Background: an optimization exercise with open tools, aiming at small area, a short achievable clock period and few clock cycles per item. Do not read the settings as production practice. RTL that was checked went through simulation tests only; none was proved equivalent to the original. The RTL of run 1 was laid out without a check of its function.

## flow/design.v (module list and top-level ports; edited modules follow where they fit)
// module frame_sequencer: 43 lines
// module sample_line: 34 lines
// module booth_enc: 19 lines
// module lms_upd_tree: 668 lines
// module lms_fir_tree: 1873 lines
// module lms_acc_tree: 500 lines
// module output_mixer: 28 lines
// module anc_top: 221 lines
module anc_top (
    input  logic                  clk,
    input  logic                  rstn,
    input  logic                  head_flag,
    input  anc_data_pkg::sample_t buffer_2,
    input  anc_data_pkg::sample_t buffer_3,
    input  anc_data_pkg::sample_t reff,
    output anc_data_pkg::sample_t dout,
    output logic                  busy
);
  // ...
==> flow/run.sh <==
#!/bin/bash
# synth_recipe.tcl (not shown) runs the flow's synth.tcl, then flattens the netlist and writes it again
# the make line also repeats each setting of config.mk as NAME=value (left out here)
make -C /OpenROAD-flow-scripts/flow DESIGN_CONFIG=/design/flow/config.mk WORK_HOME=/design/flow/orfs CLKGATE_MAP_FILE= SYNTH_SCRIPT=/design/flow/synth_recipe.tcl finish
==> flow/config.mk <==
export PLATFORM = sky130hd
export DESIGN_NAME = anc_top
export DESIGN_NICKNAME = anc_top
export VERILOG_FILES = /design/flow/design.v
export SDC_FILE = /design/flow/constraint.sdc
export NUM_CORES = 4
export LEC_CHECK = 0
export CAP_MARGIN = 20
export CORE_MARGIN = 2
export CORE_UTILIZATION = 40
export SLEW_MARGIN = 20
==> flow/constraint.sdc <==
create_clock -name core_clock -period 13.5 [get_ports {clk}]
set_input_delay 2.7000 -clock core_clock [delete_from_list [all_inputs] [get_ports {clk}]]
set_output_delay 2.7000 -clock core_clock [all_outputs]
set_load 0.01 [all_outputs]
==> summary.md, run 1 <==
| Metric | Value |
|---|---|
| Largest class | `multi-input gates` |
| Flop-to-flop setup slack | `about 8.7 ns` |
| Die height | `~390 µm` |
| CP delay by family, top | `compound AO/OA/AOI/OAI gates` |
| Largest regs | `q x336, u_sample_line.line x112` |
| Inverter count | `between 700 and 800` |
| TAP cells | `between 1500 and 2000` |
| Multi-input gates | `between 3000 and 4000` |
| Multi-input gate share of total cell area | `around 52%` |
| Multiplexer share of the synthesized area | `3.46%` |
| RSZ-0062 raised after global routing | `no` |
| DR WL/cell | `~21 µm` |
| Outcome | `timing/DRC/antenna clean` |
| Max-capacitance violation count | `0` |
| Number of DRC markers in iteration 0 | `3509` |
| Commonest non-fill, non-tap cells in the layout | `inv_1 (792), dfxtp_1 (712), fa_1 (528), a22oi_1 (516), xor2_1 (340)` |
| Worst Path Max Fanout | `6` |
| CP Capture Type | `register` |
| Synth top area cells | `dfxtp_1 (24%), fa_1 (18%), dfrtp_1 (8.7%)` |
| NumNets Final | `approximately 6400` |
| Total Wirelength | `around 160000 µm` |
| Clock Tree Root | `clkbuf_16` |
| Adder and majority gate portion of the synthesized area | `between 20% and 30%` |
==> module frame_sequencer, before the edit <==
module frame_sequencer (
    input  logic        clk,
    input  logic        rstn,
    input  logic        head_flag,
    output logic        busy,
    output logic [2:0]  ph,
    output logic [11:0] act,
    output logic        g2,
    output logic        g3,
    output logic        fresh,
    output logic        armed
);
    logic pend;
    logic go;
    logic start;
    assign go    = (head_flag & ~busy) | pend;
    assign start = go & (ph == 3'd7);
    always_ff @(posedge clk or negedge rstn)
    begin
        if (!rstn)
        begin
            ph   <= '0;
            act  <= '0;
            pend <= 1'b0;
            busy <= 1'b0;
            g2   <= 1'b0;
            g3   <= 1'b0;
            fresh <= 1'b0;
            armed <= 1'b0;
        end
        else
        begin
            ph   <= ph + 3'd1;
            act  <= {act[10:0], start};
            pend <= go & ~start;
            busy <= (go & ~start) | start | (|act[5:0]);
            g2   <= start | (|act[2:0]);
            g3   <= |act[6:3];
            fresh <= act[2] | act[6];
            armed <= armed | (ph == 3'd7);
        end
    end
endmodule
==> module sample_line, before the edit <==
module sample_line (
    input  logic                  clk,
    input  logic                  rstn,
    input  anc_data_pkg::sample_t reff,
    input  anc_data_pkg::sample_t buffer_2,
    input  anc_data_pkg::sample_t buffer_3,
    input  logic                  cap_ref,
    input  logic                  cap_prim,
    input  logic                  shift_en,
    output logic [8*14-1:0]       line,
    output anc_data_pkg::sample_t rnew,
    output anc_data_pkg::sample_t p_cur
);
    anc_data_pkg::sample_t p3_hold;
    always_ff @(posedge clk or negedge rstn)
    begin
        if (!rstn)
            line <= '0;
        else if (shift_en)
            line <= {line[7*14-1:0], rnew};
    end
    always_ff @(posedge clk)
    begin
        if (cap_ref)
            rnew <= reff;
        if (cap_prim)
        begin
            p_cur   <= buffer_2;
            p3_hold <= buffer_3;
        end
        else if (shift_en)
            p_cur <= p3_hold;
    end
endmodule
==> module anc_top, before the edit <==
module anc_top (
    input  logic                  clk,
    input  logic                  rstn,
    input  logic                  head_flag,
    input  anc_data_pkg::sample_t buffer_2,
    input  anc_data_pkg::sample_t buffer_3,
    input  anc_data_pkg::sample_t reff,
    output anc_data_pkg::sample_t dout,
    output logic                  busy
);
    localparam int AW = anc_data_pkg::ACC_BITS;
    logic [2:0]  ph;
    logic [11:0] act;
    logic        g2, g3;
    logic        fresh;
    logic        armed;
    frame_sequencer u_sequencer (
        .clk       (clk),
        .rstn      (rstn),
        .head_flag (head_flag),
        .busy      (busy),
        .ph        (ph),
        .act       (act),
        .g2        (g2),
        .g3        (g3),
        .fresh     (fresh),
        .armed     (armed)
    );
    logic [8*14-1:0]       line;
    anc_data_pkg::sample_t rnew;
    anc_data_pkg::sample_t p_sel;
    sample_line u_sample_line (
        .clk      (clk),
        .rstn     (rstn),
        .reff     (reff),
        .buffer_2 (buffer_2),
        .buffer_3 (buffer_3),
        .cap_ref  (act[0]),
        .cap_prim (act[6]),
        .shift_en (act[7]),
        .line     (line),
        .rnew     (rnew),
        .p_cur    (p_sel)
    );
    logic [13:0] xl [8];
    always_comb
    begin
        for (int i = 0; i < 8; i++)
            xl[i] = line[i*14 +: 14];
    end
    logic [13:0] xn_l [8];
    logic [1:0]  uj_n, fj_n;
    logic        upost_n;
    logic        uen_n;
    logic [13:0] ux0_n, ux1_n, fx0_n, fx1_n;
    always_comb
    begin
        for (int i = 0; i < 8; i++)
            xn_l[i] = xl[i];
        if (act[7])
        begin
            xn_l[0] = rnew;
            for (int i = 1; i < 8; i++)
                xn_l[i] = xl[i-1];
        end
    end
    assign uj_n    = ph[1:0] + 2'd1;     
    assign fj_n    = ph[1:0] + 2'd3;     
    assign upost_n = act[7] | act[8];    
    assign uen_n   = 1'b1;
    always_comb
    begin
        case (uj_n)
            2'd0: begin ux0_n = xn_l[0]; ux1_n = xn_l[1]; end
            2'd1: begin ux0_n = xn_l[2]; ux1_n = xn_l[3]; end
            2'd2: begin ux0_n = xn_l[4]; ux1_n = xn_l[5]; end
            default: begin ux0_n = xn_l[6]; ux1_n = xn_l[7]; end
        endcase
        case (fj_n)
            2'd0: begin fx0_n = rnew;    fx1_n = xn_l[0]; end
            2'd1: begin fx0_n = xn_l[1]; fx1_n = xn_l[2]; end
            2'd2: begin
                if (upost_n) begin fx0_n = xn_l[4]; fx1_n = xn_l[5]; end
                else         begin fx0_n = xn_l[3]; fx1_n = xn_l[4]; end
            end
            default: begin
                if (upost_n) begin fx0_n = xn_l[6]; fx1_n = xn_l[7]; end
                else         begin fx0_n = xn_l[5]; fx1_n = xn_l[6]; end
            end
        endcase
    end
    logic [6:0] ua_n_n, ua_o_n, ua_t_n, ub_n_n, ub_o_n, ub_t_n;
    logic [6:0] fa_n_n, fa_o_n, fa_t_n, fb_n_n, fb_o_n, fb_t_n;
    logic [6:0] ua_n, ua_o, ua_t, ub_n, ub_o, ub_t;
    logic [6:0] fa_n, fa_o, fa_t, fb_n, fb_o, fb_t;
    booth_enc u_enc_ua (.en(uen_n), .x(ux0_n), .n(ua_n_n), .o(ua_o_n), .t(ua_t_n));
    booth_enc u_enc_ub (.en(uen_n), .x(ux1_n), .n(ub_n_n), .o(ub_o_n), .t(ub_t_n));
    booth_enc u_enc_fa (.en(1'b1),  .x(fx0_n), .n(fa_n_n), .o(fa_o_n), .t(fa_t_n));
    booth_enc u_enc_fb (.en(1'b1),  .x(fx1_n), .n(fb_n_n), .o(fb_o_n), .t(fb_t_n));
    always_ff @(posedge clk)
    begin
        ua_n <= ua_n_n; ua_o <= ua_o_n; ua_t <= ua_t_n;
        ub_n <= ub_n_n; ub_o <= ub_o_n; ub_t <= ub_t_n;
        fa_n <= fa_n_n; fa_o <= fa_o_n; fa_t <= fa_t_n;
        fb_n <= fb_n_n; fb_o <= fb_o_n; fb_t <= fb_t_n;
    end
    logic [47:0] q [7];           
    logic [23:0] upd_s [2];       
    logic [23:0] upd_c [2];       
    logic        upd_k [2];
    anc_data_pkg::err_t e_2, e_3;
    logic [14:0] e_sel;
    logic [33:0] us0, uc0, us1, uc1;
    logic [10:0] lo0, lo1;
    assign e_sel = ({15{g2}} & e_2) | ({15{g3}} & e_3);
    lms_upd_tree u_upd0 (.w(q[6][23:0]),  .e(e_sel), .xn(ua_n), .x1(ua_o), .x2(ua_t), .s(us0), .c(uc0));
    lms_upd_tree u_upd1 (.w(q[6][47:24]), .e(e_sel), .xn(ub_n), .x1(ub_o), .x2(ub_t), .s(us1), .c(uc1));
    assign lo0 = {1'b0, us0[9:0]} + {1'b0, uc0[9:0]};
    assign lo1 = {1'b0, us1[9:0]} + {1'b0, uc1[9:0]};
    logic [24:0] wsum0, wsum1;
    assign wsum0 = {upd_s[0], 1'b1} + {upd_c[0], upd_k[0]};
    assign wsum1 = {upd_s[1], 1'b1} + {upd_c[1], upd_k[1]};
    always_ff @(posedge clk)
    begin
        upd_s[0] <= us0[33:10];
        upd_c[0] <= uc0[33:10];
        upd_k[0] <= lo0[10];
        upd_s[1] <= us1[33:10];
        upd_c[1] <= uc1[33:10];
        upd_k[1] <= lo1[10];
    end
    always_ff @(posedge clk)
    begin
        q[0] <= armed ? {wsum1[24:1], wsum0[24:1]} : 48'd0;
        for (int i = 1; i < 7; i++)
            q[i] <= q[i-1];
    end
    logic [AW-1:0] f0, f1, f2, fr0, fr1, fr2, acc_s, acc_c, a_s, a_c, n_s, n_c;
    lms_fir_tree u_fir (
        .w0(q[0][23:0]),  .an(fa_n), .a1(fa_o), .a2(fa_t),
        .w1(q[0][47:24]), .bn(fb_n), .b1(fb_o), .b2(fb_t),
        .r0(f0), .r1(f1), .r2(f2)
    );
    assign a_s   = fresh ? '0 : acc_s;
    assign a_c   = fresh ? '0 : acc_c;
    lms_acc_tree u_acc (.r0(fr0), .r1(fr1), .r2(fr2), .s(a_s), .c(a_c), .so(n_s), .co(n_c));
    always_ff @(posedge clk)
    begin
        fr0   <= f0;
        fr1   <= f1;
        fr2   <= f2;
        acc_s <= n_s;
        acc_c <= n_c;
    end
    logic [AW-1:0]         acc;
    logic signed [AW-13:0] yv;
    logic                  sat_hi, sat_lo;
    anc_data_pkg::sample_t y_new;
    anc_data_pkg::sample_t y_2, y_3;
    anc_data_pkg::err_t    e_new, e_hi, e_lo;
    logic [AW-1:0]         ep, es, ec, esum;
    assign acc    = acc_s + acc_c;
    assign yv     = acc[AW-1:12];
    assign sat_hi = ~yv[AW-13] & (|yv[AW-14:13]);
    assign sat_lo =  yv[AW-13] & ~(&yv[AW-14:13]);
    always_comb
    begin
        if (sat_hi)
            y_new = anc_data_pkg::sample_t'(anc_data_pkg::SAMPLE_MAX);
        else if (sat_lo)
            y_new = anc_data_pkg::sample_t'(anc_data_pkg::SAMPLE_MIN);
        else
            y_new = yv[13:0];
    end
    assign e_hi  = anc_data_pkg::err_t'(p_sel) - anc_data_pkg::err_t'(anc_data_pkg::SAMPLE_MAX);
    assign e_lo  = anc_data_pkg::err_t'(p_sel) - anc_data_pkg::err_t'(anc_data_pkg::SAMPLE_MIN);
    assign ep   = {{(AW-26){p_sel[13]}}, p_sel, 12'hfff};
    assign es   = ep ^ ~acc_s ^ ~acc_c;
    assign ec   = {((ep[AW-2:0] & ~acc_s[AW-2:0]) | (ep[AW-2:0] & ~acc_c[AW-2:0]) | (~acc_s[AW-2:0] & ~acc_c[AW-2:0])), 1'b0};
    assign esum = es + ec + AW'(2);
    always_comb
    begin
        if (sat_hi)
            e_new = e_hi;
        else if (sat_lo)
            e_new = e_lo;
        else
            e_new = esum[26:12];
    end
    always_ff @(posedge clk or negedge rstn)
    begin
        if (!rstn)
        begin
            y_2 <= '0;
            y_3 <= '0;
            e_2 <= '0;
            e_3 <= '0;
        end
        else
        begin
            if (act[7])
            begin
                y_2 <= y_new;
                e_2 <= e_new;
            end
            if (act[11])
            begin
                y_3 <= y_new;
                e_3 <= e_new;
            end
        end
    end
    output_mixer u_output_mixer (
        .clk  (clk),
        .rstn (rstn),
        .load (act[6]),
        .y_2  (y_2),
        .y_3  (y_3),
        .dout (dout)
    );
endmodule
==> run 2: changes to the inputs <==
--- a/flow/design.v
+++ b/flow/design.v
@@ -24,5 +24,3 @@
     output logic        g2,
-    output logic        g3,
-    output logic        fresh,
-    output logic        armed
+    output logic        g3
 );
@@ -43,4 +41,2 @@
             g3   <= 1'b0;
-            fresh <= 1'b0;
-            armed <= 1'b0;
         end
@@ -54,4 +50,2 @@
             g3   <= |act[6:3];
-            fresh <= act[2] | act[6];
-            armed <= armed | (ph == 3'd7);
         end
@@ -71,5 +65,5 @@
     output anc_data_pkg::sample_t rnew,
-    output anc_data_pkg::sample_t p_cur
+    output anc_data_pkg::sample_t prim_2,
+    output anc_data_pkg::sample_t prim_3
 );
-    anc_data_pkg::sample_t p3_hold;
     always_ff @(posedge clk or negedge rstn)
@@ -77,17 +71,20 @@
         if (!rstn)
-            line <= '0;
-        else if (shift_en)
-            line <= {line[7*14-1:0], rnew};
-    end
-    always_ff @(posedge clk)
-    begin
-        if (cap_ref)
-            rnew <= reff;
-        if (cap_prim)
         begin
-            p_cur   <= buffer_2;
-            p3_hold <= buffer_3;
+            line   <= '0;
+            rnew   <= '0;
+            prim_2 <= '0;
+            prim_3 <= '0;
+        end
+        else
+        begin
+            if (cap_ref)
+                rnew <= reff;
+            if (shift_en)
+                line <= {line[7*14-1:0], rnew};
+            if (cap_prim)
+            begin
+                prim_2 <= buffer_2;
+                prim_3 <= buffer_3;
+            end
         end
-        else if (shift_en)
-            p_cur <= p3_hold;
     end
@@ -3199,4 +3196,2 @@
     logic        g2, g3;
-    logic        fresh;
-    logic        armed;
     frame_sequencer u_sequencer (
@@ -3209,5 +3204,3 @@
         .g2        (g2),
-        .g3        (g3),
-        .fresh     (fresh),
-        .armed     (armed)
+        .g3        (g3)
     );
@@ -3215,3 +3208,4 @@
     anc_data_pkg::sample_t rnew;
-    anc_data_pkg::sample_t p_sel;
+    anc_data_pkg::sample_t prim_2;
+    anc_data_pkg::sample_t prim_3;
     sample_line u_sample_line (
@@ -3227,3 +3221,4 @@
         .rnew     (rnew),
-        .p_cur    (p_sel)
+        .prim_2   (prim_2),
+        .prim_3   (prim_3)
     );
@@ -3292,5 +3287,4 @@
     logic [47:0] q [7];           
-    logic [23:0] upd_s [2];       
-    logic [23:0] upd_c [2];       
-    logic        upd_k [2];
+    logic [33:0] upd_s [2];       
+    logic [33:0] upd_c [2];
     anc_data_pkg::err_t e_2, e_3;
@@ -3298,3 +3292,2 @@
     logic [33:0] us0, uc0, us1, uc1;
-    logic [10:0] lo0, lo1;
     assign e_sel = ({15{g2}} & e_2) | ({15{g3}} & e_3);
@@ -3302,23 +3295,29 @@
     lms_upd_tree u_upd1 (.w(q[6][47:24]), .e(e_sel), .xn(ub_n), .x1(ub_o), .x2(ub_t), .s(us1), .c(uc1));
-    assign lo0 = {1'b0, us0[9:0]} + {1'b0, uc0[9:0]};
-    assign lo1 = {1'b0, us1[9:0]} + {1'b0, uc1[9:0]};
-    logic [24:0] wsum0, wsum1;
-    assign wsum0 = {upd_s[0], 1'b1} + {upd_c[0], upd_k[0]};
-    assign wsum1 = {upd_s[1], 1'b1} + {upd_c[1], upd_k[1]};
-    always_ff @(posedge clk)
-    begin
-        upd_s[0] <= us0[33:10];
-        upd_c[0] <= uc0[33:10];
-        upd_k[0] <= lo0[10];
-        upd_s[1] <= us1[33:10];
-        upd_c[1] <= uc1[33:10];
-        upd_k[1] <= lo1[10];
-    end
-    always_ff @(posedge clk)
+    logic [33:0] wsum0, wsum1;
+    assign wsum0 = upd_s[0] + upd_c[0];
+    assign wsum1 = upd_s[1] + upd_c[1];
+    always_ff @(posedge clk or negedge rstn)
     begin
-        q[0] <= armed ? {wsum1[24:1], wsum0[24:1]} : 48'd0;
-        for (int i = 1; i < 7; i++)
-            q[i] <= q[i-1];
+        if (!rstn)
+        begin
+            for (int i = 0; i < 7; i++)
+                q[i] <= '0;
+            upd_s[0] <= '0;
+            upd_c[0] <= '0;
+            upd_s[1] <= '0;
+            upd_c[1] <= '0;
+        end
+        else
+        begin
+            upd_s[0] <= us0;
+            upd_c[0] <= uc0;
+            upd_s[1] <= us1;
+            upd_c[1] <= uc1;
+            q[0] <= {wsum1[33:10], wsum0[33:10]};
+            for (int i = 1; i < 7; i++)
+                q[i] <= q[i-1];
+        end
     end
     logic [AW-1:0] f0, f1, f2, fr0, fr1, fr2, acc_s, acc_c, a_s, a_c, n_s, n_c;
+    logic          fresh;
     lms_fir_tree u_fir (
@@ -3328,2 +3327,3 @@
     );
+    assign fresh = act[3] | act[7];
     assign a_s   = fresh ? '0 : acc_s;
@@ -3344,2 +3344,3 @@
     anc_data_pkg::sample_t y_2, y_3;
+    anc_data_pkg::sample_t p_sel;
     anc_data_pkg::err_t    e_new, e_hi, e_lo;
@@ -3359,2 +3360,3 @@
     end
+    assign p_sel = act[7] ? prim_2 : prim_3;
     assign e_hi  = anc_data_pkg::err_t'(p_sel) - anc_data_pkg::err_t'(anc_data_pkg::SAMPLE_MAX);
==> run 2 against run 1 <==
Compared with the run above:
- critical path depth rose by 3
- clock-buffer cell count fell by 7
- global-route usage barely moved
- critical endpoint is now e_2[12]$_DFFE_PN0P_
==> summary.md, run 2 <==
| Metric | Value |
|---|---|
| Worst-skew pair later-pin latency | `0.76 ns (about the same)` |
| Die area | `158000 µm² (was 150000 µm²)` |
| Most frequent cell after synthesis | `inv_1 (unchanged)` |
| Origin of the critical flop-to-flop path | `u_sequencer.act[7]$_DFF_PN0_ (was acc_s[12]$_DFF_P_)` |
| FF-to-FF End | `e_2[12]$_DFFE_PN0P_ (was e_3[1]$_DFFE_PN0P_)` |
| Max-capacitance violation count | `0 (unchanged)` |
| CTS tree | `done (unchanged)` |
| Initial antenna violation count | `4 (was 2)` |
| Cells after Synth | `5830 (was 5656)` |
| Detail Placement HPWL | `118000 µm (was 113000 µm)` |
| First-pass GRT wire length | `266000 µm (was 252000 µm)` |
| Final Hold Fails | `0 (unchanged)` |
| HP Class | `reg2reg (unchanged)` |
| List of most frequent post-synthesis cells | `inv_1 (808), dfrtp_1 (715), fa_1 (526) (was inv_1 (792), dfxtp_1 (712), fa_1 (528))` |
| Max incr delay on CP | `0.85 ns (was 0.89 ns)` |
| Number of enable flip-flop cells after synthesis | `0 (was 42)` |
| Largest net degree at the start of global routing | `169 (was 82)` |
| Largest regs | `q x336, u_sample_line.line x112, upd_s x68 (was q x336, u_sample_line.line x112)` |
| DR WL/cell | `21.6 µm (was 21.5 µm)` |
| Resize count post-CTS | `0 (unchanged)` |
| Async S/R FF share, synth | `72.0% (was 21.4%)` |
| Hold Path Depth | `0 (unchanged)` |
| Hold Path End | `q[3][45]$_DFF_PN0_ (was q[4][41]$_DFF_P_)` |
| Number of DRC markers in iteration 0 | `4238 (was 3509)` |
| Cells along the critical path | `buf_4 > mux2i_1 > fa_1 > inv_1 > ha_1 > ha_1 > a21o_1 > a21o_1 > a21o_1 > a21oi_1 > o31ai_1 > a21oi_1 > a211oi_1 > o31ai_1 > nand2_1 > o211ai_1 > a221oi_1 (was inv_1 > ha_1 > and2_1 > nand2_1 > o2bb2ai_1 > o2111ai_1 > a211o_1 > a21oi_2 > xor2_1 > a2111oi_2 > and3_1 > mux2_2 > a222oi_1 > a21oi_1)` |
| Worst Path Required | `14.07 ns (was 14.11 ns)` |
| Synth cell types | `89 (was 98)` |
| Clock Tree Root | `clkbuf_16 (unchanged)` |
| Synth Flop Type | `dfrtp_1 (was dfxtp_1)` |
| GRT Util Overall | `21.6% (about the same)` |
| Slew margin rel. | `22.8% (was 17.1%)` |
| Std-Cell Rows | `144 (was 140)` |
| Max reg flops | `336 (unchanged)` |
| Final setup vio count | `0 (unchanged)` |
| Reg2Reg Depth | `17 (was 14)` |
| Clk buf depth | `3 (unchanged)` |
| Synthesized cell area | `62100 µm² (was 58700 µm²)` |
| Min Tclk post-route | `5.19 ns (was 4.84 ns)` |
| Crit path buf inv count | `2 (was 1)` |
| Sequential share of the synthesized area | `37.8% (was 35.2%)` |
| TritonRoute pass-1 iters | `9 (was 10)` |
| Vias in the first global route | `44200 (was 42300)` |
| Total Wirelength | `169000 µm (was 162000 µm)` |
| Via Count | `42900 (was 40900)` |
| Design area | `68500 µm² (was 65000 µm²)` |
| CP max stage cell | `dfrtp_4 (was a2111oi_2)` |
| Top cell type by total area after synthesis | `dfrtp_1 (was dfxtp_1)` |
| Crit-path most repeated cell | `a21o_1` |
| Initial Utilization | `40.3% (about the same)` |
| Die width | `398 µm (was 387 µm)` |
| Commonest non-fill, non-tap cells in the layout | `inv_1 (808), dfrtp_1 (712), fa_1 (526), a22oi_1 (518), nand2_1 (340) (was inv_1 (792), dfxtp_1 (712), fa_1 (528), a22oi_1 (516), xor2_1 (340))` |
| Synth warn | `15 (was 17)` |
| Placed cells | `7640 (was 7377)` |
| Tcrit/Tclk final | `38.4% (was 35.9%)` |
| Flop-to-flop setup slack | `8.31 ns (was 8.66 ns)` |
| CP Capture Type | `register (unchanged)` |
| Largest Register | `q (unchanged)` |
| Yosys reg bits | `993 (was 959)` |
| CP delay by family, top | `compound AO/OA/AOI/OAI gates (unchanged)` |
| Post-DRT Antenna Nets | `0 (unchanged)` |
| Area grow syn2layout | `10.3% (was 10.7%)` |
| Core box area | `154000 µm² (was 146000 µm²)` |
| Share of cells above drive strength 1 | `7.94% (was 8.56%)` |
| Hold Buf Count CTS | `0 (unchanged)` |
| Setup TNS | `0 ns (unchanged)` |
| CTS H-tree depth | `3 (unchanged)` |
| Synth top area share | `28.8% (was 24.3%)` |
| Outcome | `timing/DRC/antenna clean (unchanged)` |
| Most common cell after layout, fill and taps aside | `inv_1 (unchanged)` |
| Worst Clk Skew | `0.0393 ns (was 0.0864 ns)` |
| Routability congestion estimate | `0.896 (was 0.883)` |
| I/O pins | `60 (unchanged)` |
| Die height | `398 µm (was 387 µm)` |
| Worst Path Max Fanout | `60 (was 6)` |
| CTS Buf Count | `105 (was 106)` |
| CTS Sinks | `993 (was 959)` |
| Setup bufs post-CTS | `0 (unchanged)` |
| Nets in the synthesized netlist | `6704 (was 6532)` |
| Slew @ Worst Pin | `1.14 ns (was 1.24 ns)` |
| Routed vias/inst | `5.47 (was 5.41)` |
| RSZ-0062 raised after global routing | `no (unchanged)` |
| Port buffer count | `59 (unchanged)` |
| Startpoint Class | `register (unchanged)` |
| Worst EP arrival | `5.76 ns (was 5.45 ns)` |
| Synth top area cells | `dfrtp_1 (29%), fa_1 (17%), dfxtp_1 (9.0%) (was dfxtp_1 (24%), fa_1 (18%), dfrtp_1 (8.7%))` |
| NumNets Final | `6577 (was 6445)` |
| Final Slew Violations | `0 (unchanged)` |
| Post-route DRC | `0 (unchanged)` |
| Final Non-Filler Cells | `7839 (was 7572)` |
| Finished Core Util | `44.4% (was 44.6%)` |
| Placed cell areas | `64600 µm² (was 61200 µm²)` |
| Critical path type | `reg2reg (unchanged)` |
| Maximum clock rate | `0.193 GHz (was 0.206 GHz)` |
| Clock Pin Slew Worst Setup and Hold Paths | `0.06 ns (about the same)` |
| Remaining Overflow, GRT | `0 (unchanged)` |
| Hold path start | `q[2][45]$_DFF_PN0_ (was q[3][41]$_DFF_P_)` |
| Syn Area/Cell | `10.7 µm² (was 10.4 µm²)` |
[run 2: changes by cell type after synthesis, sizes merged, moves of 16 or more]
cell	change
a21boi	+17
a221oi	+17
dfrtp	+510
nand2	+68
xnor2	+16
and2	+22
edfxtp	-42
dfxtp	-434
nand2b	-73
nand4	+16
nor2	+17
[run 2: per-stage QoR]
stage                     hold slack [ns]  setup WS, ns
after floorplan                     0.329          9.48
after global placement              0.331          8.34
after detailed placement            0.335          8.28
after CTS                           0.332          8.31
after global routing                0.333          7.82
final                               0.332          8.31
[run 2: kinds of logic after synthesis]
kind of cell	after synthesis	share of synthesized area (%)
buffers and inverters	1192	7.25
DFF	993	37.8
and+or+nand+nor	847	6.26
adders and majority gates	829	23.1
xor gates and xnor gates	660	9.31
muxes	204	3.59
AOI/OAI and AO/OA	1105	12.8
[run 2: worst reg2reg max path, delay by kind of cell, from the launching register on]
kind | cells | cell delay, ns
adder cells (fa/ha/maj) | 3 | 1.07
AO/OA/AOI/OAI | 10 | 2.01
AND/OR/NAND/NOR | 1 | 0.08
buffers and inverters | 2 | 0.53
multiplexers | 1 | 0.51
flip-flops | 1 | 0.85
[run 2: how the worst max path moves through the flow]
| stage | slack [ns] | depth (start not counted) | end | start |
|---|---|---|---|---|
| floorplan | 9.48 | 14 | e_3[12]$_DFFE_PN0P_ | u_sequencer.act[7]$_DFF_PN0_ |
| global placement | 8.34 | 3 | u_sequencer.act[7]$_DFF_PN0_ | rstn |
| detailed placement | 8.28 | 3 | u_sequencer.act[7]$_DFF_PN0_ | rstn |
| CTS | 8.31 | 17 | e_2[12]$_DFFE_PN0P_ | u_sequencer.act[7]$_DFF_PN0_ |
| global route | 7.82 | 17 | e_2[12]$_DFFE_PN0P_ | u_sequencer.act[7]$_DFF_PN0_ |
| finish | 8.31 | 17 | e_2[12]$_DFFE_PN0P_ | u_sequencer.act[7]$_DFF_PN0_ |
[run 2: area by class of cell]
type / count / area, µm²
antenna: 1 / 2.50
clock buffer: 139 / 2970
clock inverter: 59 / 921
fill: 14500 / 85700
inverter: 810 / 3040
multi-input combinational: 3645 / 34200
sequential: 993 / 23500
tap: 2044 / 2560
timing repair buffer: 148 / 1300
[run 2: per-layer routing]
layer,track usage (%),routed length (µm),vias up,part of all wire [%]
met5,0,0,-,0
met4,7.24,5660,0,3.3
met3,4.32,13600,390,8.0
met2,32.9,74500,1805,44
met1,30.8,75400,21700,45
li1,-,-,19000,-
Testbench counts of run 2, summed over its fixed seeds: cycles 10,288, frames 1,280.

-- afterwards: timing with drivers on the ports --
The results above use ideal ports. As a check the final layouts listed here were re-extracted and re-timed, cells and wires unchanged.
Step 1: set_driving_cell puts a clkbuf_16 on clk and a buf_2 on each other input, an assumption about the parent block.
Step 2 adds t to the input delays and takes it off the output delays; t is the mean of the earliest and latest rising clock arrival at the registers after step 1. Input paths then give back, and output paths get back, about the clock's delay inside the block.
Slacks: ideal ports / drivers / drivers and shift; pairs: ideal ports / drivers.
run	t (ns)	setup WS [ns]	cell pins on the clock port's net
run 1	0.800	8.657 / 8.657 / 8.657	1
run 2	0.812	8.313 / 8.313 / 8.313	1
After both steps every run listed still meets setup and hold.
